This design comes from an exercise in tuning for small area, a short achievable clock period and few clock cycles per item on the open sky130 flow, not from production work.
The RTL was checked by simulation tests, not by an equivalence proof against the original design.

==> flow/design.v <==
package pra_pkg;
    localparam int SAMPLE_W   = 10;
    localparam int MAX_WINDOW = 32;
    localparam int AVG_W      = 14;
    localparam int PRESS_W    = 19;
endpackage
module pra_ring (
    input  logic               clk,
    input  logic               rst_n,
    input  logic               adv,
    input  logic               load,        
    input  logic [9:0]         sample,
    input  logic               win_wr,      
    input  logic [5:0]         win,         
    input  logic               off_wr,      
    input  logic [9:0]         off,
    input  logic               uload,       
    input  logic [12:0]        ref_mv,
    output logic               busy,        
    output logic               vc,
    output logic [14:0]        sum,
    output logic signed [16:0] diff,
    output logic [5:0]         cnt,
    output logic               full,
    output logic [23:0]        bctl,        
    output logic               mneg,        
    output logic [5:0]         mnx          
);
    logic [9:0]  ring_mem [32];
    logic [9:0]  old;
    logic        vb, eb;
    logic [10:0] ds_b, dd_b;
    logic [5:0]  nb;
    logic        fb;
    logic [14:0] s_reg;
    logic [16:0] d_reg;
    logic [5:0]  nc;
    logic        fc;
    logic [4:0]  slot;
    logic [5:0]  fill;
    logic        sub;
    logic [5:0]  nnew;
    logic [5:0]  dcnt;
    logic        dstep;       
    logic [16:0] d_add;
    logic [16:0] d_next;
    logic [23:0] bctl_reg;
    logic        ng_reg;
    logic [5:0]  nx_reg;
    logic [14:0] u_nx;
    logic [16:0] y_nx;        
    logic [23:0] bctl_nx;
    assign busy  = dstep;
    assign sub   = (fill == win);
    assign nnew  = sub ? win : (fill + 6'd1);
    assign old   = ring_mem[slot];
    always_ff @(posedge clk or negedge rst_n)
    begin
        if (!rst_n)
        begin
            vb   <= 1'b0;
            vc   <= 1'b0;
            slot <= '0;
            fill <= '0;
            dcnt <= '0;
            dstep <= 1'b0;
        end
        else
        begin
            if (adv)
            begin
                vb <= load;
                vc <= vb;
            end
            if (win_wr)
            begin
                slot  <= '0;
                fill  <= '0;
                dcnt  <= '0;
                dstep <= 1'b0;
            end
            else
            begin
                if (load)
                begin
                    slot <= (6'(slot) + 6'd1 >= win) ? 5'd0 : (slot + 5'd1);
                    fill <= nnew;
                end
                if (off_wr)
                begin
                    dcnt  <= fill;
                    dstep <= (fill != 6'd0);
                end
                else if (dstep)
                begin
                    dcnt  <= dcnt - 6'd1;
                    dstep <= (dcnt != 6'd1);
                end
            end
        end
    end
    always_ff @(posedge clk)
    begin
        if (adv)
        begin
            eb   <= (fill == 6'd0);
            ds_b <= {1'b0, sample} - (sub ? {1'b0, old} : 11'd0);
            dd_b <= {1'b0, sample} - {1'b0, (sub ? old : off)};
            nb   <= nnew;
            fb   <= (nnew == win);
            nc   <= nb;
            fc   <= fb;
        end
        if (load)
        begin
            ring_mem[slot] <= sample;
        end
    end
    assign d_add = dstep ? (17'd0 - 17'(off)) : {{6{dd_b[10]}}, dd_b};
    always_ff @(posedge clk)
    begin
        if (off_wr)
        begin
            d_reg <= 17'(s_reg);
        end
        else if (dstep || (adv && vb))
        begin
            d_reg <= d_next;
        end
        if (adv && vb)
        begin
            s_reg <= (eb ? 15'd0 : s_reg) + 15'({{4{ds_b[10]}}, ds_b});
        end
    end
    assign d_next = ((eb && !dstep) ? 17'd0 : d_reg) + d_add;
    assign u_nx = uload ? {2'b00, ref_mv} : (d_next[14:0] ^ {15{d_next[16]}});
    assign y_nx = {1'b0, u_nx, d_next[16] & !uload};
    always_comb
    begin
        for (int i = 0; i < 8; i++)
        begin
            logic b2, b1, b0;
            b2 = y_nx[2*i+2];
            b1 = y_nx[2*i+1];
            b0 = y_nx[2*i];
            bctl_nx[3*i+2] = b2 & !(b1 & b0);                         
            bctl_nx[3*i+1] = b1 ^ b0;                                 
            bctl_nx[3*i]   = (b2 & !b1 & !b0) | (!b2 & b1 & b0);       
        end
    end
    always_ff @(posedge clk)
    begin
        if (adv || uload)
        begin
            bctl_reg <= bctl_nx;
            ng_reg   <= d_next[16] & !uload;
            nx_reg   <= (d_next[16] & !uload) ? (6'd0 - nb) : nb;
        end
    end
    assign bctl = bctl_reg;
    assign mnx  = nx_reg;
    assign mneg = ng_reg;
    assign sum  = s_reg;
    assign diff = d_reg;
    assign cnt  = nc;
    assign full = fc;
endmodule
module pra_ndiv #(
    parameter int WW  = 18,
    parameter int NST = 4
) (
    input  logic [5:0]       n,
    input  logic [WW+4:0]    st_i,
    output logic [WW+4:0]    st_o
);
    always_comb
    begin
        logic [4:0]    rem;
        logic [WW-1:0] w;
        logic [6:0]    d;
        logic          b;
        rem = st_i[WW+4:WW];
        w   = st_i[WW-1:0];
        for (int i = 0; i < NST; i++)
        begin
            b   = w[WW-1];
            d   = {1'b0, rem, b} - {1'b0, n};
            w   = {w[WW-2:0], !d[6]};
            rem = d[6] ? {rem[3:0], b} : d[4:0];
        end
        st_o = {rem, w};
    end
endmodule
module pra_ndiv4 #(
    parameter int WW  = 18,
    parameter int NST = 2
) (
    input  logic [5:0]       n,
    input  logic [7:0]       n3,      
    input  logic [WW+4:0]    st_i,
    output logic [WW+4:0]    st_o
);
    always_comb
    begin
        logic [4:0]    rem;
        logic [WW-1:0] w;
        logic [6:0]    t;
        logic [8:0]    d1, d2, d3;
        rem = st_i[WW+4:WW];
        w   = st_i[WW-1:0];
        for (int i = 0; i < NST; i++)
        begin
            t  = {rem, w[WW-1:WW-2]};
            d1 = {2'b00, t} - {3'b000, n};
            d2 = {2'b00, t} - {2'b00, n, 1'b0};
            d3 = {2'b00, t} - {1'b0, n3};
            if (!d3[8])
            begin
                rem = d3[4:0];
                w   = {w[WW-3:0], 2'd3};
            end
            else if (!d2[8])
            begin
                rem = d2[4:0];
                w   = {w[WW-3:0], 2'd2};
            end
            else if (!d1[8])
            begin
                rem = d1[4:0];
                w   = {w[WW-3:0], 2'd1};
            end
            else
            begin
                rem = t[4:0];
                w   = {w[WW-3:0], 2'd0};
            end
        end
        st_o = {rem, w};
    end
endmodule
module pra_press (
    input  logic              clk,
    input  logic              rst_n,
    input  logic              adv,
    input  logic              gstart,    
    input  logic [1:0]        gmodel,    
    input  logic [23:0]       bctl,      
    input  logic [5:0]        n,         
    input  logic              neg,       
    input  logic [5:0]        nx,        
    output logic              uload,     
    output logic              busy,      
    output logic [23:0]       v          
);
    localparam logic [38:0] C0 = 39'h012345678a;
    localparam logic [38:0] C1 = 39'h0b60b60b61;
    localparam logic [38:0] C2 = 39'h4fa39e5cc8;
    localparam logic [53:0] K  = 54'd0 - (54'd1 << 41) - (54'd1 << 43) - (54'd1 << 45) - (54'd1 << 47)
                                       - (54'd1 << 49) - (54'd1 << 51) - (54'd1 << 53);
    function automatic logic [42:0] brow(input logic [2:0] c, input logic [38:0] g);
        logic neg, one, two;
        logic [39:0] m;
        neg = c[2];
        one = c[1];
        two = c[0];
        m   = one ? {1'b0, g} : (two ? {g, 1'b0} : 40'd0);
        brow = {neg, !neg, neg, m ^ {40{neg}}};
    endfunction
    function automatic logic [107:0] csa(input logic [53:0] a, input logic [53:0] b, input logic [53:0] c);
        logic [53:0] sm, cy;
        sm  = a ^ b ^ c;
        cy  = (a & b) | (a & c) | (b & c);
        csa = {cy[52:0], 1'b0, sm};
    endfunction
    logic [2:0]  gst;
    logic        cm1, cm2;
    logic [38:0] g1;
    assign uload = (gst == 3'd2);
    assign busy  = (gst == 3'd1) || (gst == 3'd2);
    always_ff @(posedge clk or negedge rst_n)
    begin
        if (!rst_n)
        begin
            gst <= 3'd1;
            cm1 <= 1'b0;
            cm2 <= 1'b0;
        end
        else
        begin
            if (gstart)
            begin
                gst <= 3'd2;
            end
            else if (gst == 3'd4)
            begin
                gst <= 3'd0;
            end
            else if (gst != 3'd0)
            begin
                gst <= gst + 3'd1;
            end
            cm1 <= (gst == 3'd2) && !gstart;
            cm2 <= cm1 && !gstart;
        end
    end
    logic [42:0]  r0, r1, r2, r3, r4, r5, r6, r7;
    logic [53:0]  x1;
    logic [107:0] l1a, l1b, l1c, l1d, l1e;
    logic [12:0]  lo1;
    assign r0 = brow(bctl[2:0], g1);
    assign r1 = brow(bctl[5:3], g1);
    assign r2 = brow(bctl[8:6], g1);
    assign r3 = brow(bctl[11:9], g1);
    assign r4 = brow(bctl[14:12], g1);
    assign r5 = brow(bctl[17:15], g1);
    assign r6 = {bctl[20], 42'd0};
    assign r7 = {bctl[23], 42'd0};
    logic [53:0] kx;
    assign kx = neg ? (K - (54'd1 << 35)) : K;
    assign x1 = kx | 54'({r7[42], 1'b0, r6[42], 1'b0, r5[42], 1'b0, r4[42], 1'b0,
                          r3[42], 1'b0, r2[42], 1'b0, r1[42], 1'b0, r0[42]})
                   | (cm1 ? (54'd1 << 13) : (54'(nx) << 29));
    assign l1a = csa(54'(r0[41:0]), 54'(r1[41:0]) << 2, 54'(r2[41:0]) << 4);
    assign l1b = csa(54'(r3[41:0]) << 6, 54'(r4[41:0]) << 8, 54'(r5[41:0]) << 10);
    assign l1c = csa(l1a[53:0], l1a[107:54], l1b[53:0]);
    assign l1d = csa(l1c[53:0], l1c[107:54], l1b[107:54]);
    assign l1e = csa(l1d[53:0], l1d[107:54], x1);
    assign lo1 = {1'b0, l1e[11:0]} + {1'b0, l1e[65:54]};
    logic [41:0] ps1, pc1;   
    logic        pk1;        
    logic [5:0]  c2;         
    always_ff @(posedge clk)
    begin
        if (adv || cm1)
        begin
            ps1 <= l1e[53:12];
            pc1 <= l1e[107:66];
            pk1 <= lo1[12];
            c2  <= bctl[23:18];
        end
    end
    logic [42:0]  q6, q7;
    logic [107:0] l2a, l2b;
    logic [53:0]  sum2;
    assign q6 = brow(c2[2:0], g1);
    assign q7 = brow(c2[5:3], g1);
    assign l2a  = csa(54'(q6[41:0]) << 12, (54'(q7[41:0]) << 14) | (54'(pk1) << 12), {ps1, 12'd0});
    assign l2b  = csa(l2a[53:0], l2a[107:54], {pc1, 12'd0});
    assign sum2 = l2b[53:0] + l2b[107:54];
    assign v = sum2[53:30];
    always_ff @(posedge clk)
    begin
        if (gstart || (gst == 3'd1))
        begin
            case (gmodel)
                2'd0:    g1 <= C0;
                2'd1:    g1 <= C1;
                default: g1 <= C2;
            endcase
        end
        else if (cm2)
        begin
            g1 <= sum2[51:13];
        end
    end
endmodule
module pressure_rolling_average (
    input  logic         clk,
    input  logic         rst_n,
    input  logic         s_tvalid,
    output logic         s_tready,
    input  logic [15:0]  s_tdata,    
    output logic         m_tvalid,
    input  logic         m_tready,
    output logic [39:0]  m_tdata,    
    output logic         m_tuser,    
    input  logic         cfg_valid,
    output logic         cfg_ready,
    input  logic [1:0]   cfg_index,
    input  logic [12:0]  cfg_data
);
    localparam int KA1 = 2;
    localparam int KA2 = 2;
    localparam int NE  = 5;
    function automatic int qsteps(input int j);
        qsteps = (j < 4) ? 2 : 1;
    endfunction
    function automatic int asteps(input int j);
        case (j)
            0:       asteps = 2;
            1:       asteps = 2;
            2:       asteps = 1;
            default: asteps = 0;
        endcase
    endfunction
    logic [5:0]  win_reg;
    logic [1:0]  model_reg;
    logic [12:0] ref_reg;
    logic [9:0]  off_reg;
    logic        win_wr, off_wr, g_wr;
    logic [1:0]  gmodel;
    assign cfg_ready = 1'b1;
    assign win_wr    = cfg_valid && (cfg_index == 2'd0);
    assign off_wr    = cfg_valid && (cfg_index == 2'd3);
    assign g_wr      = cfg_valid && ((cfg_index == 2'd1) || (cfg_index == 2'd2));
    assign gmodel    = (cfg_valid && (cfg_index == 2'd1)) ? cfg_data[1:0] : model_reg;
    always_ff @(posedge clk or negedge rst_n)
    begin
        if (!rst_n)
        begin
            win_reg   <= 6'd8;
            model_reg <= 2'd1;
            ref_reg   <= 13'd5000;
            off_reg   <= 10'd0;
        end
        else if (cfg_valid)
        begin
            case (cfg_index)
                2'd0:    win_reg   <= (cfg_data[5:0] == 6'd0) ? 6'd1 :
                                      (cfg_data[5:0] > 6'd32) ? 6'd32 : cfg_data[5:0];
                2'd1:    model_reg <= cfg_data[1:0];
                2'd2:    ref_reg   <= cfg_data[12:0];
                default: off_reg   <= cfg_data[9:0];
            endcase
        end
    end
    logic        out_v;
    logic        adv;
    logic        busy_r, busy_p;
    assign adv      = !out_v || m_tready;
    assign s_tready = adv && !busy_r && !busy_p;
    logic               vc;
    logic [14:0]        sum_c;
    logic [16:0]        diff_c;
    logic [5:0]         n_c;
    logic               full_c;
    logic [23:0]        bctl_c;
    logic               mneg_c;
    logic [5:0]         mnx_c;
    logic               uload;
    pra_ring u_ring (
        .clk    (clk),
        .rst_n  (rst_n),
        .adv    (adv),
        .load   (s_tvalid && s_tready),
        .sample (s_tdata[9:0]),
        .win_wr (win_wr),
        .win    (win_reg),
        .off_wr (off_wr),
        .off    (off_reg),
        .uload  (uload),
        .ref_mv (ref_reg),
        .busy   (busy_r),
        .vc     (vc),
        .sum    (sum_c),
        .diff   (diff_c),
        .cnt    (n_c),
        .full   (full_c),
        .bctl   (bctl_c),
        .mneg   (mneg_c),
        .mnx    (mnx_c)
    );
    logic [23:0] v_mul;
    pra_press u_press (
        .clk    (clk),
        .rst_n  (rst_n),
        .adv    (adv),
        .gstart (g_wr),
        .gmodel (gmodel),
        .bctl   (bctl_c),
        .n      (n_c),
        .neg    (mneg_c),
        .nx     (mnx_c),
        .uload  (uload),
        .busy   (busy_p),
        .v      (v_mul)
    );
    logic [18:0] a_c, a_c2;
    assign a_c = {sum_c, 4'b0000};    
    pra_ndiv #(.WW(14), .NST(KA1)) u_adiv1 (.n(n_c), .st_i(a_c), .st_o(a_c2));
    logic        v_d1, neg_d1, full_d1;
    logic [5:0]  n_d1;
    logic [18:0] a_d1, a_d1x;
    pra_ndiv #(.WW(14), .NST(KA2)) u_adiv2 (.n(n_d1), .st_i(a_d1), .st_o(a_d1x));
    logic        v_d2, neg_d2, full_d2;
    logic [5:0]  n_d2;
    logic [7:0]  n3_d2;
    logic [18:0] a_d2;
    logic [23:0] v_d2v;
    always_ff @(posedge clk or negedge rst_n)
    begin
        if (!rst_n)
        begin
            v_d1 <= 1'b0;
            v_d2 <= 1'b0;
        end
        else if (adv)
        begin
            v_d1 <= vc;
            v_d2 <= v_d1;
        end
    end
    always_ff @(posedge clk)
    begin
        if (adv)
        begin
            neg_d1  <= mneg_c;
            full_d1 <= full_c;
            n_d1    <= n_c;
            a_d1    <= a_c2;
            neg_d2  <= neg_d1;
            full_d2 <= full_d1;
            n_d2    <= n_d1;
            n3_d2   <= {2'b00, n_d1} + {1'b0, n_d1, 1'b0};
            a_d2    <= a_d1x;
            v_d2v   <= v_mul;
        end
    end
    logic [NE:0]        ve;
    logic [NE*23-1:0]   q_st;
    logic [NE*19-1:0]   a_st;
    logic [NE*6-1:0]    n_e;
    logic [NE*8-1:0]    n3_e;
    logic [NE-1:0]      ovf_e, neg_e, full_e, zf_e;
    assign ve[0] = v_d2;
    for (genvar j = 0; j < NE; j++)
    begin : g_div
        localparam int QD = qsteps(j);
        localparam int AD = asteps(j);
        logic [5:0]  n_in;
        logic [7:0]  n3_in;
        logic [22:0] q_in, q_out;
        logic [18:0] a_in, a_out;
        logic        ovf_in, neg_in, full_in, zf_in;
        if (j == 0)
        begin : g_first
            assign n_in    = n_d2;
            assign n3_in   = n3_d2;
            assign ovf_in  = (v_d2v[23:18] >= n_d2);
            assign zf_in   = neg_d2 && (v_d2v[23:5] == '1);
            assign q_in    = v_d2v[22:0];
            assign a_in    = a_d2;
            assign neg_in  = neg_d2;
            assign full_in = full_d2;
        end
        else
        begin : g_next
            assign n_in    = n_e[(j-1)*6 +: 6];
            assign n3_in   = n3_e[(j-1)*8 +: 8];
            assign ovf_in  = ovf_e[j-1];
            assign zf_in   = zf_e[j-1];
            assign q_in    = q_st[(j-1)*23 +: 23];
            assign a_in    = a_st[(j-1)*19 +: 19];
            assign neg_in  = neg_e[j-1];
            assign full_in = full_e[j-1];
        end
        pra_ndiv4 #(.WW(18), .NST(QD)) u_qdiv (.n(n_in), .n3(n3_in), .st_i(q_in), .st_o(q_out));
        if (AD > 0)
        begin : g_avg
            pra_ndiv4 #(.WW(14), .NST(AD)) u_adiv (.n(n_in), .n3(n3_in), .st_i(a_in), .st_o(a_out));
        end
        else
        begin : g_avg_done
            assign a_out = a_in;
        end
        always_ff @(posedge clk or negedge rst_n)
        begin
            if (!rst_n)
            begin
                ve[j+1] <= 1'b0;
            end
            else if (adv)
            begin
                ve[j+1] <= ve[j];
            end
        end
        if (j < NE - 1)
        begin : g_mid
            always_ff @(posedge clk)
            begin
                if (adv)
                begin
                    q_st[j*23 +: 23] <= q_out;
                    a_st[j*19 +: 19] <= a_out;
                    n_e[j*6 +: 6]    <= n_in;
                    n3_e[j*8 +: 8]   <= n3_in;
                    ovf_e[j]         <= ovf_in;
                    zf_e[j]          <= zf_in;
                    neg_e[j]         <= neg_in;
                    full_e[j]        <= full_in;
                end
            end
        end
        else
        begin : g_last
            logic [18:0] prs;
            always_comb
            begin
                if (zf_in)
                begin
                    prs = 19'd0;
                end
                else if (ovf_in)
                begin
                    prs = neg_in ? 19'h40000 : 19'h3ffff;
                end
                else
                begin
                    prs = {1'b0, q_out[17:0]} ^ {19{neg_in}};
                end
            end
            always_ff @(posedge clk)
            begin
                if (adv)
                begin
                    m_tdata <= {7'd0, prs, a_out[13:0]};
                    m_tuser <= full_in;
                end
            end
        end
    end
    assign out_v    = ve[NE];
    assign m_tvalid = out_v;
endmodule
==> flow/run.sh <==
#!/bin/bash
# synth_recipe.tcl (not shown) runs the flow's synth.tcl, then flattens the netlist and writes it again
# the make line also repeats each setting of config.mk as NAME=value (left out here)
make -C /OpenROAD-flow-scripts/flow DESIGN_CONFIG=/design/flow/config.mk WORK_HOME=/design/flow/orfs CLKGATE_MAP_FILE= SYNTH_SCRIPT=/design/flow/synth_recipe.tcl finish
==> flow/config.mk <==
export PLATFORM = sky130hd
export DESIGN_NAME = pressure_rolling_average
export DESIGN_NICKNAME = pressure_rolling_average
export VERILOG_FILES = /design/flow/design.v
export SDC_FILE = /design/flow/constraint.sdc
export NUM_CORES = 4
export LEC_CHECK = 0
export CAP_MARGIN = 20
export CORE_MARGIN = 2
export CORE_UTILIZATION = 40
export SETUP_SLACK_MARGIN = 3.0
export SLEW_MARGIN = 20
==> flow/constraint.sdc <==
create_clock -name core_clock -period 8.5 [get_ports {clk}]
set_input_delay 1.7000 -clock core_clock [delete_from_list [all_inputs] [get_ports {clk}]]
set_output_delay 1.7000 -clock core_clock [all_outputs]
set_load 0.01 [all_outputs]
==> key figures, run 1 <==
Detailed routing
  • Vias: 40213
  • Routed wire length: 146 mm
  • Via/cell ratio: 5.25
  • Post-route ant nets: 0
  • WL/cell: 19.1 µm
  • Initial DRC Count: 2863
  • Drt pass-1 iters: 5
  • DRC Markers: 0

Timing
  • Final setup fails: 0
  • Fin crit share: 63.0%
  • Final hold violations: 0
  • Max-slew violations: 0
  • Slew HR: 30.0%
  • RSZ-0062 raised after global routing: yes
  • Setup TNS Final: 0 ns
  • Skew final: 0.0795 ns
  • Fmax: 187 MHz
  • Fin crit period: 5.36 ns
  • Worst Tran Pin Value: 1.05 ns
  • Min Hold Slack: 0.371 ns

CTS
  • Clk sink count: 939
  • CTS root buf: clkbuf_16
  • Hold buffer count at CTS: 0
  • Clock transition at path regs: 0.06 ns
  • Clock Latency Late Sink: 0.77 ns
  • H-tree lvl count: 3
  • CTS tree: done
  • Clk buf depth: 3
  • Num CTS Buffers: 104

Finish
  • Syn-to-layout area delta: 10.8%
  • Multi-input gate area: 31300 µm²
  • Layout cell share with drive strength beyond 1: 7.84%
  • Largest register FFs: 320
  • Largest register by flop count: u_ring.ring_mem
  • Fill cells: 14094
  • Final instance area: 68800 µm²
  • Final Non-Filler Cells: 7656
  • Total Nets Final: 6311
  • Register area: 27900 µm²

Die
  • Chip Width: 398 µm
  • Die area: 158000 µm²
  • Io pins: 80
  • Die Ht: 398 µm
  • Number of cell rows: 144
  • Placeable Area: 154000 µm²
  • Starting density of the core: 40.3%

Placement
  • Area after DPL: 64800 µm²
  • Port Buf Inserts: 65
  • Placed instance count: 7426
  • DPL Wire Length: 98.8 mm
  • Placer congestion estimate: 0.854

Flow run
  • Max-cap violations: 0

Setup path
  • Type of the worst setup path: in -> out
  • Critical Path Source Type: primary input
  • Crit-path max FO: 12
  • Worst r2r dst: u_press.g1[26]$_SDFFCE_PP0P_
  • Worst Path Required: 6.80 ns
  • Worst setup EP type: output pin
  • Register-to-Register Path Depth: 17
  • R2r startpoint: u_press.g1[8]$_DFFE_PP_
  • WP data arrival: 3.66 ns
  • Reg2reg setup slack: 3.20 ns

Worst hold path
  • HP Start: g_div[3].q_out[12]$_DFFE_PN_
  • Hold Path Sink: g_div[4].q_in[12]$_DFFE_PN_
  • Hold depth: 0
  • Hold/Removal Path Class: reg -> reg

Global route
  • Global-route wire length before repair: 230 mm
  • Global Route Usage Sum: 18.5%
  • Largest net degree at the start of global routing: 185
  • Vias in the first global route: 40069
  • GRT overflow: 0
  • Initial antenna violation count: 4

Synthesis
  • Synth cell types: 74
  • #FFs+latches synth: 939
  • Main synth FF type: edfxtp_1
  • Syn Area/Cell: 11.2 µm²
  • Syn Inst Count: 5534
  • Post-synth EDFFs: 874
  • Async set or reset register ratio after synthesis: 6.71%
  • Seq/Total Area, Yosys: 44.9%
  • Mapped Area: 62100 µm²
  • YS warnings: 8

Run status
  • Outcome: complete, no violations
worst max-delay path, stage by stage:
cell and delay (ns):
clkdlybuf4s50_1 0.47, nor2b_2 0.04, buf_4 0.21, nor4_1 0.56
clkdlybuf4s50_1 0.68
cell type report:
type | instances | share of cell area, %
antenna | 1 | 0.00364
clock buffer | 130 | 4.06
clock inverter | 68 | 1.21
inverter | 527 | 2.92
multi-input combinational | 3781 | 45.4
sequential | 939 | 40.5
tap | 2044 | 3.72
timing repair buffer | 166 | 2.16
per-layer routing:
metal,track usage (%),vias up,wire length (µm)
li1,-,19130,-
met1,26.1,19802,66400
met2,29.9,1058,68100
met3,2.66,223,8320
met4,5.03,0,3500
met5,0,-,0
placed cells by master, fill, tap and decap left out, types with 19 or more instances in the layout:
cell type,count
o21bai_1,28
clkbuf_16,105
nand2b_1,58
xnor2_1,430
a21o_1,144
xor2_1,100
a22oi_1,105
ha_1,463
mux4_2,80
clkdlybuf4s50_1,64
nor3_1,45
edfxtp_1,874
clkinv_2,19
o21ai_0,385
nor2b_1,79
nor2_1,231
fa_1,293
a211oi_1,20
nand3_1,26
buf_4,92
mux2i_1,51
nand2_1,677
mux2_2,38
a21oi_1,212
nand4_1,21
o21a_1,20
and2_1,39
dfrtp_1,53
inv_1,521
cell families after synthesis:
| group | Yosys count | synth area share [%] |
|---|---|---|
| xor gates and xnor gates | 531 | 7.52 |
| other | 2 | 0.0121 |
| DFF | 939 | 44.9 |
| buffers and inverters | 821 | 5.01 |
| adders and majority gates | 757 | 18.8 |
| AOI/OAI and AO/OA | 1062 | 10.4 |
| and+or+nand+nor | 1253 | 8.96 |
| muxes | 169 | 4.41 |
worst max-delay path by stage:
stage | start | endpoint | cells after the start
finish | m_tready | s_tready | 5
detailed placement | u_press.c2[1]$_DFFE_PP_ | u_press.g1[38]$_DFFE_PP_ | 18
global route | g_div[1].q_in[17]$_DFFE_PN_ | g_div[2].q_in[21]$_DFFE_PN_ | 21
floorplan | u_press.c2[1]$_DFFE_PP_ | u_press.g1[38]$_DFFE_PP_ | 18
global placement | u_press.c2[1]$_DFFE_PP_ | u_press.g1[38]$_DFFE_PP_ | 18
CTS | u_press.c2[2]$_DFFE_PP_ | u_press.g1[38]$_DFFE_PP_ | 18
what timing repair did:
action | CTS | global route
setup endpoints to repair | 32 | 55
gates resized for setup | 7 | 21
buffers inserted | 6 | 24
cells in the mapped netlist (all sizes together) (38+ instances only):
master	number	area, µm²
a21o	144	1080
and2	39	244
buf	46	204
inv	525	1970
xnor2	430	3770
nor3	46	241
o21ai	406	2030
a21oi	224	1130
dfrtp	55	1380
nand2	677	2540
fa	293	5870
mux2	38	428
xor2	101	903
nor2	231	867
a22oi	105	788
nor2b	82	513
edfxtp	874	26200
mux2i	51	510
mux4	80	1800
ha	463	5790
nand2b	60	375
clkbuf	248	931
metrics by stage:
| step | utilization [%] | setup WS [ns] |
|---|---|---|
| 2_1_floorplan | - | 3.58 |
| 3_3_place_gp | 42.1 | 2.60 |
| 3_5_place_dp | 42.1 | 2.53 |
| 4_1_cts | 44.5 | 3.02 |
| 5_1_grt | 44.7 | 2.91 |
| 6_report | 44.7 | 3.14 |
Testbench counts, summed over its fixed seeds: cycles 5,843, items 4,835.
==> run 2: changes to the inputs <==
--- a/flow/design.v
+++ b/flow/design.v
@@ -306,6 +306,5 @@
     logic [42:0]  r0, r1, r2, r3, r4, r5, r6, r7;
     logic [53:0]  x1;
-    logic [107:0] l1a, l1b, l1c, l1d, l1e;
-    logic [12:0]  lo1;
+    logic [107:0] l1a, l1b, l1c, l1d, l1e, l1f, l1g;
     assign r0 = brow(bctl[2:0], g1);
     assign r1 = brow(bctl[5:3], g1);
@@ -314,6 +313,6 @@
     assign r4 = brow(bctl[14:12], g1);
     assign r5 = brow(bctl[17:15], g1);
-    assign r6 = {bctl[20], 42'd0};
-    assign r7 = {bctl[23], 42'd0};
+    assign r6 = brow(bctl[20:18], g1);
+    assign r7 = brow(bctl[23:21], g1);
     logic [53:0] kx;
     assign kx = neg ? (K - (54'd1 << 35)) : K;
@@ -323,29 +322,20 @@
     assign l1a = csa(54'(r0[41:0]), 54'(r1[41:0]) << 2, 54'(r2[41:0]) << 4);
     assign l1b = csa(54'(r3[41:0]) << 6, 54'(r4[41:0]) << 8, 54'(r5[41:0]) << 10);
-    assign l1c = csa(l1a[53:0], l1a[107:54], l1b[53:0]);
-    assign l1d = csa(l1c[53:0], l1c[107:54], l1b[107:54]);
-    assign l1e = csa(l1d[53:0], l1d[107:54], x1);
-    assign lo1 = {1'b0, l1e[11:0]} + {1'b0, l1e[65:54]};
-    logic [41:0] ps1, pc1;   
-    logic        pk1;        
-    logic [5:0]  c2;         
+    assign l1c = csa(54'(r6[41:0]) << 12, 54'(r7[41:0]) << 14, x1);
+    assign l1d = csa(l1a[53:0], l1a[107:54], l1b[53:0]);
+    assign l1e = csa(l1b[107:54], l1c[53:0], l1c[107:54]);
+    assign l1f = csa(l1d[53:0], l1d[107:54], l1e[53:0]);
+    assign l1g = csa(l1f[53:0], l1f[107:54], l1e[107:54]);
+    logic [53:0] ps1, pc1;   
     always_ff @(posedge clk)
     begin
         if (adv || cm1)
         begin
-            ps1 <= l1e[53:12];
-            pc1 <= l1e[107:66];
-            pk1 <= lo1[12];
-            c2  <= bctl[23:18];
+            ps1 <= l1g[53:0];
+            pc1 <= l1g[107:54];
         end
     end
-    logic [42:0]  q6, q7;
-    logic [107:0] l2a, l2b;
     logic [53:0]  sum2;
-    assign q6 = brow(c2[2:0], g1);
-    assign q7 = brow(c2[5:3], g1);
-    assign l2a  = csa(54'(q6[41:0]) << 12, (54'(q7[41:0]) << 14) | (54'(pk1) << 12), {ps1, 12'd0});
-    assign l2b  = csa(l2a[53:0], l2a[107:54], {pc1, 12'd0});
-    assign sum2 = l2b[53:0] + l2b[107:54];
+    assign sum2 = ps1 + pc1;
     assign v = sum2[53:30];
     always_ff @(posedge clk)
@@ -380,6 +370,6 @@
     input  logic [12:0]  cfg_data
 );
-    localparam int KA1 = 2;
-    localparam int KA2 = 2;
+    localparam int KA1 = 2;      
+    localparam int KA2 = 2;      
     localparam int NE  = 5;
     function automatic int qsteps(input int j);
@@ -390,5 +380,4 @@
             0:       asteps = 2;
             1:       asteps = 2;
-            2:       asteps = 1;
             default: asteps = 0;
         endcase
@@ -481,11 +470,16 @@
     logic        v_d1, neg_d1, full_d1;
     logic [5:0]  n_d1;
+    logic [7:0]  n3_d1;
     logic [18:0] a_d1, a_d1x;
-    pra_ndiv #(.WW(14), .NST(KA2)) u_adiv2 (.n(n_d1), .st_i(a_d1), .st_o(a_d1x));
+    pra_ndiv4 #(.WW(14), .NST(KA2)) u_adiv2 (.n(n_d1), .n3(n3_d1), .st_i(a_d1), .st_o(a_d1x));
+    logic        ovf_d1x, zf_d1x;
+    assign ovf_d1x = (v_mul[23:18] >= n_d1);
+    assign zf_d1x  = neg_d1 && (v_mul[23:5] == '1);
     logic        v_d2, neg_d2, full_d2;
     logic [5:0]  n_d2;
     logic [7:0]  n3_d2;
     logic [18:0] a_d2;
-    logic [23:0] v_d2v;
+    logic [22:0] q_d2;
+    logic        ovf_d2, zf_d2;
     always_ff @(posedge clk or negedge rst_n)
     begin
@@ -508,11 +502,14 @@
             full_d1 <= full_c;
             n_d1    <= n_c;
+            n3_d1   <= {2'b00, n_c} + {1'b0, n_c, 1'b0};
             a_d1    <= a_c2;
             neg_d2  <= neg_d1;
             full_d2 <= full_d1;
             n_d2    <= n_d1;
-            n3_d2   <= {2'b00, n_d1} + {1'b0, n_d1, 1'b0};
+            n3_d2   <= n3_d1;
             a_d2    <= a_d1x;
-            v_d2v   <= v_mul;
+            q_d2    <= v_mul[22:0];
+            ovf_d2  <= ovf_d1x;
+            zf_d2   <= zf_d1x;
         end
     end
@@ -537,7 +534,7 @@
             assign n_in    = n_d2;
             assign n3_in   = n3_d2;
-            assign ovf_in  = (v_d2v[23:18] >= n_d2);
-            assign zf_in   = neg_d2 && (v_d2v[23:5] == '1);
-            assign q_in    = v_d2v[22:0];
+            assign ovf_in  = ovf_d2;
+            assign zf_in   = zf_d2;
+            assign q_in    = q_d2;
             assign a_in    = a_d2;
             assign neg_in  = neg_d2;
==> run 2 against run 1 <==
Still clean. Design area is essentially flat. Core utilization fell by 0.50 points. Critical path depth unchanged. Worst hold slack worse by 0.0029 ns. Clock skew rose by 0.018 ns. Routed wire length up 2.9%. First-iteration DRC count is 12% higher. Worst setup slack better by 0.089 ns. Synthesized area rose by 0.62%.
==> key figures, run 2 <==
Run status
  • Outcome: complete, no violations

Global route
  • Global Route Usage Sum: 18.9%
  • Vias in the first global route: 40419
  • Initial antenna violation count: 3
  • GRT overflow: 0
  • Largest net degree at the start of global routing: 167
  • Global-route wire length before repair: 235 mm

Synthesis
  • Main synth FF type: edfxtp_1
  • #FFs+latches synth: 959
  • Post-synth EDFFs: 894
  • Post-Synth Adder-Cell Area: 18.7%
  • Area contributors post-synth: edfxtp_1 43%, ha_1 9.4%, fa_1 9.3%, xnor2_1 5.2%, a22oi_1 3.1%
  • Largest family of logic cells by synthesized area: adder cells
  • Most instantiated cells after synthesis: 894 x edfxtp_1, 468 x ha_1, 461 x inv_1
  • Mapped Area: 62500 µm²
  • Synth cell types: 91
  • Synth Area in XOR/XNOR: 7.37%
  • Mux cell area share after synthesis: 4.60%
  • YS warnings: 7
  • Syn Inst Count: 5288
  • Async set or reset register ratio after synthesis: 6.57%
  • Area leader, netlist: edfxtp_1
  • Seq/Total Area, Yosys: 45.6%
  • Post-synthesis simple-gate area fraction: 7.26%
  • Syn Area/Cell: 11.8 µm²
  • Synth top area share: 43.0%
  • Count leader, synth: edfxtp_1
  • Synth Area in Compound Gates: 11.8%

Detailed routing
  • DRC Markers: 0
  • Vias: 39903
  • Routed wire length: 151 mm
  • Post-route ant nets: 0
  • Drt pass-1 iters: 5
  • Via/cell ratio: 5.40
  • WL/cell: 20.4 µm
  • Initial DRC Count: 3195

Setup path
  • Critical Path Most Common Cell: clkdlybuf4s50_1
  • CP max stage delay: 0.67 ns
  • Worst r2r dst: g_div[2].q_in[18]$_DFFE_PN_
  • Register-to-Register Path Depth: 21
  • WP data arrival: 3.57 ns
  • CP max stage cell: clkdlybuf4s50_1
  • Critical Path Source Type: primary input
  • Type of the worst setup path: in -> out
  • Cell family with most CP delay: buffers and inverters
  • Critical-path cell list: clkdlybuf4s50_1 -> nor2b_2 -> buf_4 -> nor4_1 -> clkdlybuf4s50_1
  • Reg2reg setup slack: 3.40 ns
  • Critical path buffers and inverters: 3
  • Crit-path max FO: 12
  • Worst Path Required: 6.80 ns
  • R2r startpoint: g_div[1].g_avg.u_adiv.n[0]$_DFFE_PN_
  • Worst setup EP type: output pin

Finish
  • Final Non-Filler Cells: 7389
  • Total Nets Final: 6036
  • Final instance area: 68800 µm²
  • Commonest non-fill, non-tap cell in the layout: edfxtp_1
  • # diodes: 0
  • Commonest cells after routing, fill and taps aside: 894 x edfxtp_1, 468 x ha_1, 460 x inv_1, 402 x nand2_1, 369 x xnor2_1
  • Largest register FFs: 320
  • Fill cells: 14369
  • Syn-to-layout area delta: 10.0%
  • Layout cell share with drive strength beyond 1: 8.01%
  • Largest register by flop count: u_ring.ring_mem

Worst hold path
  • HP Start: g_div[1].a_out[10]$_DFFE_PN_
  • Hold/Removal Path Class: reg -> reg
  • Hold Path Sink: a_st[29]$_DFFE_PN_
  • Hold depth: 0

Die
  • Die area: 159000 µm²
  • Number of cell rows: 145
  • Starting density of the core: 40.1%
  • Io pins: 80
  • Chip Width: 399 µm
  • Die Ht: 399 µm
  • Placeable Area: 156000 µm²

Timing
  • Setup TNS Final: 0 ns
  • Max-slew violations: 0
  • Slew HR: 22.6%
  • Fmax: 190 MHz
  • Final setup fails: 0
  • Fin crit period: 5.27 ns
  • Skew final: 0.0975 ns
  • Final worst slack: 3.23 ns
  • Min Hold Slack: 0.368 ns
  • Final hold violations: 0
  • RSZ-0062 raised after global routing: yes
  • Worst Tran Pin Value: 1.16 ns
  • Fin crit share: 62.0%

Placement
  • Port Buf Inserts: 65
  • Worst slack, placed: 2.98 ns
  • Placer congestion estimate: 0.872
  • DPL Wire Length: 104 mm
  • Area after DPL: 65100 µm²
  • Placed instance count: 7183

CTS
  • Clk buf depth: 3
  • Num CTS Buffers: 106
  • Hold buffer count at CTS: 0
  • Clk sink count: 959
  • Clock transition at path regs: 0.06 ns
  • CTS tree: done
  • H-tree lvl count: 3
  • Clock Latency Late Sink: 0.77 ns
  • CTS root buf: clkbuf_16

Flow run
  • Max-cap violations: 0
run 2: what timing repair did:
item | 4_1_cts | 5_1_grt
endpoints found under the setup margin | 1 | 42
setup buffers | 0 | 7
gates resized for setup | 1 | 22
run 2: final cells by class:
class | count | area [µm²] | share of cell area [%]
multi-input cells | 3576 | 31200 | 45.4
flip-flops and latches | 959 | 28500 | 41.4
clock buffers | 135 | 2850 | 4.15
well taps | 2058 | 2570 | 3.74
inverters | 467 | 1780 | 2.59
repair buffers | 131 | 1170 | 1.70
clock inverters | 63 | 669 | 0.973
run 2: routing by layer:
| layer | share of wire [%] | global-route usage (%) |
|---|---|---|
| met1 | 45 | 26.3 |
| met2 | 46 | 30.1 |
| met3 | 6.2 | 3.07 |
| met4 | 2.7 | 5.97 |
| met5 | 0 | 0 |
run 2: per-stage QoR:
stage / utilization [%]
floorplan: -
global placement: 41.8
detailed placement: 41.8
CTS: 44.1
global route: 44.2
finish: 44.2
run 2: kinds of logic (layout without fill, tap and decap cells):
family,Yosys count,count (layout)
AND/OR/NAND/NOR,971,971
AO/OA/AOI/OAI,1129,1129
flip-flops,959,959
other,2,8
multiplexers,182,182
adder cells (fa/ha/maj),760,760
XOR/XNOR,526,526
buffers and inverters,759,796
run 2: how the worst max path moves through the flow:
stage / end / cells after the start / slack [ns] / from
global route: g_div[4].q_in[19]$_DFFE_PN_ / 21 / 2.94 / g_div[3].n_in[1]$_DFFE_PN_
finish: s_tready / 5 / 3.23 / m_tready
CTS: g_div[4].q_in[19]$_DFFE_PN_ / 23 / 3.01 / g_div[3].q_in[17]$_DFFE_PN_
detailed placement: a_st[15]$_DFFE_PN_ / 21 / 2.98 / n_d2[1]$_DFFE_PN_
global placement: a_st[15]$_DFFE_PN_ / 21 / 2.90 / n_d2[1]$_DFFE_PN_
floorplan: u_press.pc1[10]$_DFFE_PP_ / 3 / 3.38 / m_tready
Testbench counts of run 2, summed over its fixed seeds: cycles 5,843, items 4,835.
==> run 3: changes to the inputs <==
--- a/flow/design.v
+++ b/flow/design.v
@@ -307,4 +307,5 @@
     logic [53:0]  x1;
     logic [107:0] l1a, l1b, l1c, l1d, l1e, l1f, l1g;
+    logic [13:0]  lo1;
     assign r0 = brow(bctl[2:0], g1);
     assign r1 = brow(bctl[5:3], g1);
@@ -327,15 +328,18 @@
     assign l1f = csa(l1d[53:0], l1d[107:54], l1e[53:0]);
     assign l1g = csa(l1f[53:0], l1f[107:54], l1e[107:54]);
-    logic [53:0] ps1, pc1;   
+    assign lo1 = {1'b0, l1g[12:0]} + {1'b0, l1g[66:54]};
+    logic [40:0] ps1, pc1;   
+    logic        pk1;        
     always_ff @(posedge clk)
     begin
         if (adv || cm1)
         begin
-            ps1 <= l1g[53:0];
-            pc1 <= l1g[107:54];
+            ps1 <= l1g[53:13];
+            pc1 <= l1g[107:67];
+            pk1 <= lo1[13];
         end
     end
     logic [53:0]  sum2;
-    assign sum2 = ps1 + pc1;
+    assign sum2 = {ps1, 13'd0} + {pc1, 13'd0} + (54'(pk1) << 13);
     assign v = sum2[53:30];
     always_ff @(posedge clk)
@@ -372,7 +376,7 @@
     localparam int KA1 = 2;      
     localparam int KA2 = 2;      
-    localparam int NE  = 5;
+    localparam int NE  = 4;
     function automatic int qsteps(input int j);
-        qsteps = (j < 4) ? 2 : 1;
+        qsteps = (j < 3) ? 2 : 1;
     endfunction
     function automatic int asteps(input int j);
@@ -473,7 +477,10 @@
     logic [18:0] a_d1, a_d1x;
     pra_ndiv4 #(.WW(14), .NST(KA2)) u_adiv2 (.n(n_d1), .n3(n3_d1), .st_i(a_d1), .st_o(a_d1x));
+    logic [22:0] q_d1x, q_d1y;
     logic        ovf_d1x, zf_d1x;
     assign ovf_d1x = (v_mul[23:18] >= n_d1);
     assign zf_d1x  = neg_d1 && (v_mul[23:5] == '1);
+    pra_ndiv4 #(.WW(18), .NST(1)) u_qdiv0 (.n(n_d1), .n3(n3_d1), .st_i(v_mul[22:0]), .st_o(q_d1x));
+    pra_ndiv  #(.WW(18), .NST(1)) u_qdiv1 (.n(n_d1), .st_i(q_d1x), .st_o(q_d1y));
     logic        v_d2, neg_d2, full_d2;
     logic [5:0]  n_d2;
@@ -509,5 +516,5 @@
             n3_d2   <= n3_d1;
             a_d2    <= a_d1x;
-            q_d2    <= v_mul[22:0];
+            q_d2    <= q_d1y;
             ovf_d2  <= ovf_d1x;
             zf_d2   <= zf_d1x;
@@ -552,5 +559,14 @@
             assign full_in = full_e[j-1];
         end
-        pra_ndiv4 #(.WW(18), .NST(QD)) u_qdiv (.n(n_in), .n3(n3_in), .st_i(q_in), .st_o(q_out));
+        if (j < NE - 1)
+        begin : g_q4
+            pra_ndiv4 #(.WW(18), .NST(QD)) u_qdiv (.n(n_in), .n3(n3_in), .st_i(q_in), .st_o(q_out));
+        end
+        else
+        begin : g_q42
+            logic [22:0] q_mid;
+            pra_ndiv4 #(.WW(18), .NST(QD)) u_qdiv (.n(n_in), .n3(n3_in), .st_i(q_in), .st_o(q_mid));
+            pra_ndiv  #(.WW(18), .NST(1))  u_qdiv2 (.n(n_in), .st_i(q_mid), .st_o(q_out));
+        end
         if (AD > 0)
         begin : g_avg
==> run 3 against run 2 <==
Still clean on timing, DRC and antenna. Synthesized cell count decreased by 2.7%. Global-route usage increased by 0.53 points. Die area decreased by 3.4%. Final cell count decreased by 1.7%. Largest cell class unchanged. Highest routed layer is now met5.
==> key figures, run 3 <==
Timing
  • Worst Tran Pin Value: 1.08 ns
  • Final worst slack: 2.45 ns
  • Max-slew violations: 0
  • Slew HR: 27.9%
  • RSZ-0062 raised after global routing: yes
  • Skew final: 0.0955 ns
  • Final setup fails: 0
  • Final hold violations: 0
  • Setup TNS Final: 0 ns
  • Fin crit period: 6.05 ns
  • Fmax: 165 MHz
  • Fin crit share: 71.2%

Finish
  • Commonest non-fill, non-tap cell in the layout: edfxtp_1
  • # diodes: 0
  • Total Nets Final: 6002
  • Fill cells: 13670
  • Register area: 26300 µm²
  • Syn-to-layout area delta: 11.6%
  • Largest register by flop count: u_ring.ring_mem
  • Layout cell share with drive strength beyond 1: 10.4%
  • Multi-input gate area: 31900 µm²
  • Final Non-Filler Cells: 7264
  • Final core occ: 45.0%
  • Commonest cells after routing, fill and taps aside: 821 x edfxtp_1, 494 x ha_1, 444 x inv_1, 419 x xnor2_1, 383 x nand2_1
  • Largest register FFs: 320

Synthesis
  • Seq/Total Area, Yosys: 43.5%
  • Async set or reset register ratio after synthesis: 7.01%
  • Area leader, netlist: edfxtp_1
  • YS warnings: 8
  • Main synth FF type: edfxtp_1
  • Area contributors post-synth: edfxtp_1 41%, ha_1 11%, fa_1 9.8%, xnor2_1 6.1%, a22oi_1 3.2%
  • #FFs+latches synth: 885
  • Mapped Area: 60400 µm²
  • Syn Inst Count: 5146
  • Synth cell types: 85
  • Post-synth EDFFs: 821
  • Count leader, synth: edfxtp_1
  • Syn Area/Cell: 11.7 µm²
  • Synth top area share: 40.8%
  • Most instantiated cells after synthesis: 821 x edfxtp_1, 509 x ha_1, 450 x inv_1

Worst hold path
  • HP Start: full_d2$_DFFE_PN_
  • Hold Path Sink: g_div[1].full_in$_DFFE_PN_
  • Hold/Removal Path Class: reg -> reg
  • Hold depth: 0

Detailed routing
  • Vias: 39020
  • Drt pass-1 iters: 6
  • Initial DRC Count: 3217
  • WL/cell: 20.4 µm
  • DRC Markers: 0
  • Via/cell ratio: 5.37
  • Routed wire length: 148 mm
  • Post-route ant nets: 0

Die
  • Io pins: 80
  • Placeable Area: 150000 µm²
  • Die area: 154000 µm²
  • Die Ht: 392 µm
  • Chip Width: 392 µm
  • Number of cell rows: 142
  • Starting density of the core: 40.3%

Setup path
  • Worst Path Required: 8.96 ns
  • Critical Path Most Common Cell: a21o_1
  • Reg2reg setup slack: 2.45 ns
  • Cell family with most CP delay: compound AO/OA/AOI/OAI gates
  • R2r startpoint: u_press.pc1[1]$_DFFE_PP_
  • WP data arrival: 6.52 ns
  • Register-to-Register Path Depth: 29
  • CP max stage cell: edfxtp_1
  • Type of the worst setup path: reg -> reg
  • Critical Path Source Type: register
  • Worst setup EP type: register
  • Critical path buffers and inverters: 1
  • Critical path depth: 29
  • Worst r2r dst: q_d2[22]$_DFFE_PN_
  • CP max stage delay: 0.42 ns
  • Crit-path max FO: 6

Flow run
  • Max-cap violations: 0

CTS
  • Clk buf depth: 3
  • CTS root buf: clkbuf_16
  • H-tree lvl count: 3
  • CTS tree: done
  • Hold buffer count at CTS: 0
  • Clock transition at path regs: 0.06 ns
  • Num CTS Buffers: 98
  • Clock Latency Late Sink: 0.77 ns
  • Clk sink count: 885

Placement
  • Placer congestion estimate: 0.911
  • Worst slack, placed: 1.81 ns
  • Port Buf Inserts: 65
  • DPL Wire Length: 103 mm
  • Placed instance count: 7029

Global route
  • Initial antenna violation count: 1
  • Largest net degree at the start of global routing: 164
  • Vias in the first global route: 39423
  • GRT overflow: 0
  • Global-route wire length before repair: 232 mm
  • Global Route Usage Sum: 19.4%

Run status
  • Outcome: complete, no violations
## run 3: worst max path at each step
stage                        startpoint            endpoint  slack [ns]
2_1_floorplan  u_press.pc1[1]$_DFFE_PP_  q_d2[19]$_DFFE_PN_        2.91
3_3_place_gp      u_press.pk1$_DFFE_PP_  q_d2[21]$_DFFE_PN_        1.84
3_5_place_dp      u_press.pk1$_DFFE_PP_  q_d2[22]$_DFFE_PN_        1.81
4_1_cts        u_press.pc1[1]$_DFFE_PP_  q_d2[22]$_DFFE_PN_        2.61
5_1_grt        u_press.pc1[0]$_DFFE_PP_  q_d2[19]$_DFFE_PN_        2.26
6_report       u_press.pc1[1]$_DFFE_PP_  q_d2[22]$_DFFE_PN_        2.45
## run 3: layer usage
| metal | vias up | GRT usage [%] | share of wire, % |
|---|---|---|---|
| met4 | 2 | 5.66 | 2.6 |
| li1 | 18292 | - | - |
| met2 | 1121 | 30.5 | 46 |
| met3 | 238 | 3.36 | 6.3 |
| met5 | - | 0 | 0.0094 |
| met1 | 19367 | 27.5 | 45 |
## run 3: cells by family (layout without fill, tap and decap cells)
| kind of cell | count (synthesis) | in the layout | share of synthesized area [%] |
|---|---|---|---|
| flip-flops | 885 | 885 | 43.5 |
| other | 2 | 8 | 0.0124 |
| AND/OR/NAND/NOR | 946 | 946 | 7.24 |
| XOR/XNOR | 541 | 541 | 7.88 |
| adder cells (fa/ha/maj) | 804 | 804 | 20.3 |
| buffers and inverters | 723 | 819 | 4.57 |
| AO/OA/AOI/OAI | 1044 | 1044 | 11.4 |
| multiplexers | 201 | 201 | 5.11 |
## run 3: what timing repair did
action / in CTS / in global routing
setup buffers: 33 / 15
pin swaps: 25 / 27
gates resized for setup: 55 / 34
cloned: 0 / 0
endpoints found under the setup margin: 13 / 36
## run 3: cell type report
cell class                 count  share of cell area (%)
inverter                     456                    2.57
clock buffer                 122                    3.88
timing repair buffer         178                    2.28
tap                         2016                    3.75
multi-input combinational   3544                    47.4
clock inverter                63                    1.09
sequential                   885                    39.0
## run 3: through the flow
step	area, µm²	hold WS, ns
3_3_place_gp	63100	0.401
6_report	67300	0.412
3_5_place_dp	63100	0.405
2_1_floorplan	60500	0.400
4_1_cts	67000	0.414
5_1_grt	67300	0.418
## run 3: worst reg2reg max path, delay by kind of cell, from the launching register on
family                     cells  cell delay, ns
xor gates and xnor gates       1            0.25
and+or+nand+nor                4            0.34
buffers and inverters          1            0.14
adders and majority gates      6            1.56
DFF                            1            0.42
AOI/OAI and AO/OA             15            2.60
muxes                          2            0.51
Testbench counts of run 3, summed over its fixed seeds: cycles 5,763, items 4,835.
==> run 4: changes to the inputs <==
--- a/flow/design.v
+++ b/flow/design.v
@@ -37,5 +37,6 @@
     logic [5:0]  nc;
     logic        fc;
-    logic [4:0]  slot;
+    logic [4:0]  slot, slot_nx;
+    logic [9:0]  old_r;
     logic [5:0]  fill;
     logic        sub;
@@ -48,11 +49,17 @@
     logic        ng_reg;
     logic [5:0]  nx_reg;
-    logic [14:0] u_nx;
-    logic [16:0] y_nx;        
     logic [23:0] bctl_nx;
     assign busy  = dstep;
     assign sub   = (fill == win);
     assign nnew  = sub ? win : (fill + 6'd1);
-    assign old   = ring_mem[slot];
+    assign old   = old_r;
+    assign slot_nx = (6'(slot) + 6'd1 >= win) ? 5'd0 : (slot + 5'd1);
+    always_ff @(posedge clk)
+    begin
+        if (load)
+        begin
+            old_r <= (win == 6'd1) ? sample : ring_mem[slot_nx];
+        end
+    end
     always_ff @(posedge clk or negedge rst_n)
     begin
@@ -84,5 +91,5 @@
                 if (load)
                 begin
-                    slot <= (6'(slot) + 6'd1 >= win) ? 5'd0 : (slot + 5'd1);
+                    slot <= slot_nx;
                     fill <= nnew;
                 end
@@ -134,19 +141,21 @@
     end
     assign d_next = ((eb && !dstep) ? 17'd0 : d_reg) + d_add;
-    assign u_nx = uload ? {2'b00, ref_mv} : (d_next[14:0] ^ {15{d_next[16]}});
-    assign y_nx = {1'b0, u_nx, d_next[16] & !uload};
-    always_comb
-    begin
+    function automatic logic [23:0] brecode(input logic [16:0] y);
         for (int i = 0; i < 8; i++)
         begin
             logic b2, b1, b0;
-            b2 = y_nx[2*i+2];
-            b1 = y_nx[2*i+1];
-            b0 = y_nx[2*i];
-            bctl_nx[3*i+2] = b2 & !(b1 & b0);                         
-            bctl_nx[3*i+1] = b1 ^ b0;                                 
-            bctl_nx[3*i]   = (b2 & !b1 & !b0) | (!b2 & b1 & b0);       
+            b2 = y[2*i+2];
+            b1 = y[2*i+1];
+            b0 = y[2*i];
+            brecode[3*i+2] = b2 & !(b1 & b0);                         
+            brecode[3*i+1] = b1 ^ b0;                                 
+            brecode[3*i]   = (b2 & !b1 & !b0) | (!b2 & b1 & b0);       
         end
-    end
+    endfunction
+    logic [23:0] bctl_p, bctl_n, bctl_r;
+    assign bctl_p  = brecode({2'b00, d_next[14:0]} << 1);
+    assign bctl_n  = brecode({1'b0, ~d_next[14:0], 1'b1});
+    assign bctl_r  = brecode({3'b000, ref_mv, 1'b0});
+    assign bctl_nx = uload ? bctl_r : (d_next[16] ? bctl_n : bctl_p);
     always_ff @(posedge clk)
     begin
@@ -307,5 +316,4 @@
     logic [53:0]  x1;
     logic [107:0] l1a, l1b, l1c, l1d, l1e, l1f, l1g;
-    logic [13:0]  lo1;
     assign r0 = brow(bctl[2:0], g1);
     assign r1 = brow(bctl[5:3], g1);
@@ -328,18 +336,15 @@
     assign l1f = csa(l1d[53:0], l1d[107:54], l1e[53:0]);
     assign l1g = csa(l1f[53:0], l1f[107:54], l1e[107:54]);
-    assign lo1 = {1'b0, l1g[12:0]} + {1'b0, l1g[66:54]};
-    logic [40:0] ps1, pc1;   
-    logic        pk1;        
+    logic [53:0] ps1, pc1;   
     always_ff @(posedge clk)
     begin
         if (adv || cm1)
         begin
-            ps1 <= l1g[53:13];
-            pc1 <= l1g[107:67];
-            pk1 <= lo1[13];
+            ps1 <= l1g[53:0];
+            pc1 <= l1g[107:54];
         end
     end
     logic [53:0]  sum2;
-    assign sum2 = {ps1, 13'd0} + {pc1, 13'd0} + (54'(pk1) << 13);
+    assign sum2 = ps1 + pc1;
     assign v = sum2[53:30];
     always_ff @(posedge clk)
@@ -376,7 +381,7 @@
     localparam int KA1 = 2;      
     localparam int KA2 = 2;      
-    localparam int NE  = 4;
+    localparam int NE  = 5;
     function automatic int qsteps(input int j);
-        qsteps = (j < 3) ? 2 : 1;
+        qsteps = (j < 4) ? 2 : 1;
     endfunction
     function automatic int asteps(input int j);
@@ -477,10 +482,7 @@
     logic [18:0] a_d1, a_d1x;
     pra_ndiv4 #(.WW(14), .NST(KA2)) u_adiv2 (.n(n_d1), .n3(n3_d1), .st_i(a_d1), .st_o(a_d1x));
-    logic [22:0] q_d1x, q_d1y;
     logic        ovf_d1x, zf_d1x;
     assign ovf_d1x = (v_mul[23:18] >= n_d1);
     assign zf_d1x  = neg_d1 && (v_mul[23:5] == '1);
-    pra_ndiv4 #(.WW(18), .NST(1)) u_qdiv0 (.n(n_d1), .n3(n3_d1), .st_i(v_mul[22:0]), .st_o(q_d1x));
-    pra_ndiv  #(.WW(18), .NST(1)) u_qdiv1 (.n(n_d1), .st_i(q_d1x), .st_o(q_d1y));
     logic        v_d2, neg_d2, full_d2;
     logic [5:0]  n_d2;
@@ -516,5 +518,5 @@
             n3_d2   <= n3_d1;
             a_d2    <= a_d1x;
-            q_d2    <= q_d1y;
+            q_d2    <= v_mul[22:0];
             ovf_d2  <= ovf_d1x;
             zf_d2   <= zf_d1x;
@@ -559,14 +561,5 @@
             assign full_in = full_e[j-1];
         end
-        if (j < NE - 1)
-        begin : g_q4
-            pra_ndiv4 #(.WW(18), .NST(QD)) u_qdiv (.n(n_in), .n3(n3_in), .st_i(q_in), .st_o(q_out));
-        end
-        else
-        begin : g_q42
-            logic [22:0] q_mid;
-            pra_ndiv4 #(.WW(18), .NST(QD)) u_qdiv (.n(n_in), .n3(n3_in), .st_i(q_in), .st_o(q_mid));
-            pra_ndiv  #(.WW(18), .NST(1))  u_qdiv2 (.n(n_in), .st_i(q_mid), .st_o(q_out));
-        end
+        pra_ndiv4 #(.WW(18), .NST(QD)) u_qdiv (.n(n_in), .n3(n3_in), .st_i(q_in), .st_o(q_out));
         if (AD > 0)
         begin : g_avg
==> run 4 against run 3 <==
First-iteration DRC count increased by 4.3%. Critical endpoint is now s_tready. Synthesized area increased by 4.2%. Design area increased by 2.7%. Non-clock buffer count decreased by 35. Still clean. Die area increased by 4.1%. Register-to-register slack improved by 0.96 ns. Clock-buffer cell count decreased by 5. Maximum frequency increased by 19%. Global-route usage decreased by 0.59 points. Synthesized cell count increased by 7.0%. Flip-flop and latch count increased by 84.
==> key figures, run 4 <==
Detailed routing
  • Post-route ant nets: 0
  • WL/cell: 19.9 µm
  • Routed wire length: 151 mm
  • DRC Markers: 0
  • Initial DRC Count: 3356
  • Via/cell ratio: 5.40
  • Vias: 41021
  • Drt pass-1 iters: 6

Global route
  • Global Route Usage Sum: 18.8%
  • Initial antenna violation count: 0
  • Largest net degree at the start of global routing: 180
  • Global-route wire length before repair: 240 mm
  • GRT overflow: 0
  • Vias in the first global route: 41080

Timing
  • Final hold violations: 0
  • Max-slew violations: 0
  • Skew final: 0.0739 ns
  • Fmax: 196 MHz
  • Fin crit share: 59.9%
  • Worst Tran Pin Value: 1.13 ns
  • RSZ-0062 raised after global routing: yes
  • Final worst slack: 3.41 ns
  • Fin crit period: 5.09 ns
  • Setup TNS Final: 0 ns
  • Slew HR: 24.4%
  • Final setup fails: 0

Finish
  • Final instance area: 69200 µm²
  • Commonest non-fill, non-tap cell in the layout: edfxtp_1
  • Syn-to-layout area delta: 10.0%
  • Final core occ: 44.3%
  • # diodes: 0
  • Total Nets Final: 6265
  • Layout cell share with drive strength beyond 1: 6.29%
  • Commonest cells after routing, fill and taps aside: 904 x edfxtp_1, 485 x ha_1, 469 x inv_1, 447 x nand2_1, 379 x xnor2_1
  • Fill cells: 14427
  • Largest register FFs: 320
  • Largest register by flop count: u_ring.ring_mem

Worst hold path
  • HP Start: a_st[31]$_DFFE_PN_
  • Hold depth: 0
  • Hold Path Sink: g_div[3].a_in[12]$_DFFE_PN_
  • Hold/Removal Path Class: reg -> reg

Flow run
  • Max-cap violations: 0

Setup path
  • Critical Path Most Common Cell: clkdlybuf4s50_1
  • Critical Path Source Type: primary input
  • WP data arrival: 3.39 ns
  • Cell family with most CP delay: buffers and inverters
  • Critical path buffers and inverters: 3
  • Reg2reg setup slack: 3.41 ns
  • Critical-path cell list: clkdlybuf4s50_1 -> nor2b_2 -> buf_4 -> nor4_1 -> clkdlybuf4s50_1
  • Worst r2r dst: u_ring.old_r[0]$_DFFE_PP_
  • Type of the worst setup path: in -> out
  • Crit-path max FO: 12
  • Worst Path Required: 6.80 ns
  • Register-to-Register Path Depth: 14
  • Worst setup EP type: output pin
  • CP max stage cell: clkdlybuf4s50_1
  • CP max stage delay: 0.65 ns
  • R2r startpoint: u_ring.slot[0]$_DFFE_PN0P_

CTS
  • Num CTS Buffers: 106
  • Clock Latency Late Sink: 0.78 ns
  • CTS root buf: clkbuf_16
  • Clk buf depth: 3
  • Clock transition at path regs: 0.06 ns
  • CTS tree: done
  • Clk sink count: 969
  • Hold buffer count at CTS: 0
  • H-tree lvl count: 3

Synthesis
  • Mapped Area: 62900 µm²
  • Syn Inst Count: 5504
  • Largest family of logic cells by synthesized area: adder cells
  • Seq/Total Area, Yosys: 45.8%
  • Syn Area/Cell: 11.4 µm²
  • Post-synth EDFFs: 904
  • Post-Synth Adder-Cell Area: 18.9%
  • Main synth FF type: edfxtp_1
  • Area leader, netlist: edfxtp_1
  • Async set or reset register ratio after synthesis: 6.50%
  • Area contributors post-synth: edfxtp_1 43%, ha_1 9.7%, fa_1 9.3%, xnor2_1 5.3%, inv_1 2.8%
  • #FFs+latches synth: 969
  • Mux cell area share after synthesis: 2.02%
  • Post-synthesis simple-gate area fraction: 7.69%
  • Synth Area in XOR/XNOR: 7.33%
  • Count leader, synth: edfxtp_1
  • Synth Area in Compound Gates: 13.5%
  • Most instantiated cells after synthesis: 904 x edfxtp_1, 485 x ha_1, 471 x inv_1
  • Synth cell types: 88
  • YS warnings: 7
  • Synth top area share: 43.2%

Die
  • Placeable Area: 156000 µm²
  • Io pins: 80
  • Starting density of the core: 40.2%
  • Die area: 160000 µm²
  • Die Ht: 400 µm
  • Chip Width: 400 µm
  • Number of cell rows: 145

Placement
  • Worst slack, placed: 2.81 ns
  • Port Buf Inserts: 65
  • Area after DPL: 65500 µm²
  • Placer congestion estimate: 0.843
  • DPL Wire Length: 105 mm

Run status
  • Outcome: complete, no violations
[run 4: cell count changes after synthesis, sizes merged, moves of 36 or more]
cell    change
a21o       +37
o221ai     +58
a21oi      +80
mux4       -80
nand2      +68
edfxtp     +83
a22oi      -42
xnor2      -43
a211oi     +37
clkbuf     +43
nor3       +36
[run 4: worst max path at each step]
stage	startpoint	depth (start not counted)	end	slack, ns
2_1_floorplan	m_tready	3	u_press.pc1[10]$_DFFE_PP_	3.38
3_3_place_gp	n_d2[1]$_DFFE_PN_	20	g_div[1].q_in[18]$_DFFE_PN_	2.74
3_5_place_dp	m_tready	8	u_ring.ring_mem[28][0]$_DFFE_PP_	2.81
4_1_cts	n_d2[1]$_DFFE_PN_	20	g_div[1].q_in[18]$_DFFE_PN_	2.97
5_1_grt	q_d2[17]$_DFFE_PN_	22	g_div[1].q_in[19]$_DFFE_PN_	3.00
6_report	m_tready	5	s_tready	3.41
[run 4: metrics by stage]
step / hold WS, ns / cells
after floorplan: 0.400 / 5510
after global placement: 0.401 / 7386
after detailed placement: 0.405 / 7387
after CTS: 0.341 / 7579
after global routing: 0.350 / 7593
final: 0.347 / 7593
[run 4: layout make-up]
| class | instances | area [µm²] | share of cell area [%] |
|---|---|---|---|
| Tap cell | 2058 | 2570 | 3.72 |
| Clock buffer | 117 | 2690 | 3.89 |
| Clock inverter | 73 | 810 | 1.17 |
| Sequential cell | 969 | 28800 | 41.6 |
| Multi-Input combinational cell | 3756 | 31300 | 45.2 |
| Timing Repair Buffer | 143 | 1240 | 1.80 |
| Inverter | 477 | 1820 | 2.64 |
[run 4: kinds of logic after synthesis]
kind of cell,Yosys count
simple gates,1047
xor+xnor,525
flops,969
mux,122
fa+ha+maj,777
compound gates,1277
buf+inv,785
other cells,2
[run 4: metal layers]
layer / vias up / part of all wire [%] / track usage [%]
met4: 0 / 2.7 / 5.66
met1: 20222 / 46 / 26.8
li1: 19418 / - / -
met2: 1166 / 45 / 29.5
met5: - / 0 / 0
met3: 215 / 6.2 / 3.13
[run 4: timing repair]
action | in CTS | in global routing
gates resized for setup | 3 | 16
buffers inserted | 2 | 14
setup endpoints to repair | 15 | 49
cloned | 0 | 0
Testbench counts of run 4, summed over its fixed seeds: cycles 5,843, items 4,835.

## separate check: timing with driven ports
No port has a modelled driver above. Below, the same layouts with a new extraction and two added sets of constraints. Step 1, drivers: a clkbuf_16 drives clk and a buf_2 each remaining input, both assumed. Step 2 times the ports against the registers' clock, not the clock port: input delays grow and output delays shrink by t, the midpoint of the rising clock arrivals with the driver on. Three values: ideal ports, drivers, drivers and shift; two values: the first two.
run	t, ns	setup WS [ns]	clock arrival spread, ns
run 1	0.800	3.145 / 3.121 / 3.121	0.092 / 0.093
run 2	0.803	3.234 / 3.209 / 3.182	0.104 / 0.105
run 3	0.804	2.448 / 2.448 / 2.448	0.095 / 0.095
run 4	0.818	3.407 / 3.385 / 2.761	0.099 / 0.099
After both steps setup and hold are still met in every run listed. For run 4, which loses most, drivers alone change the setup slack by -0.022 ns; drivers and shift together by -0.646 ns.
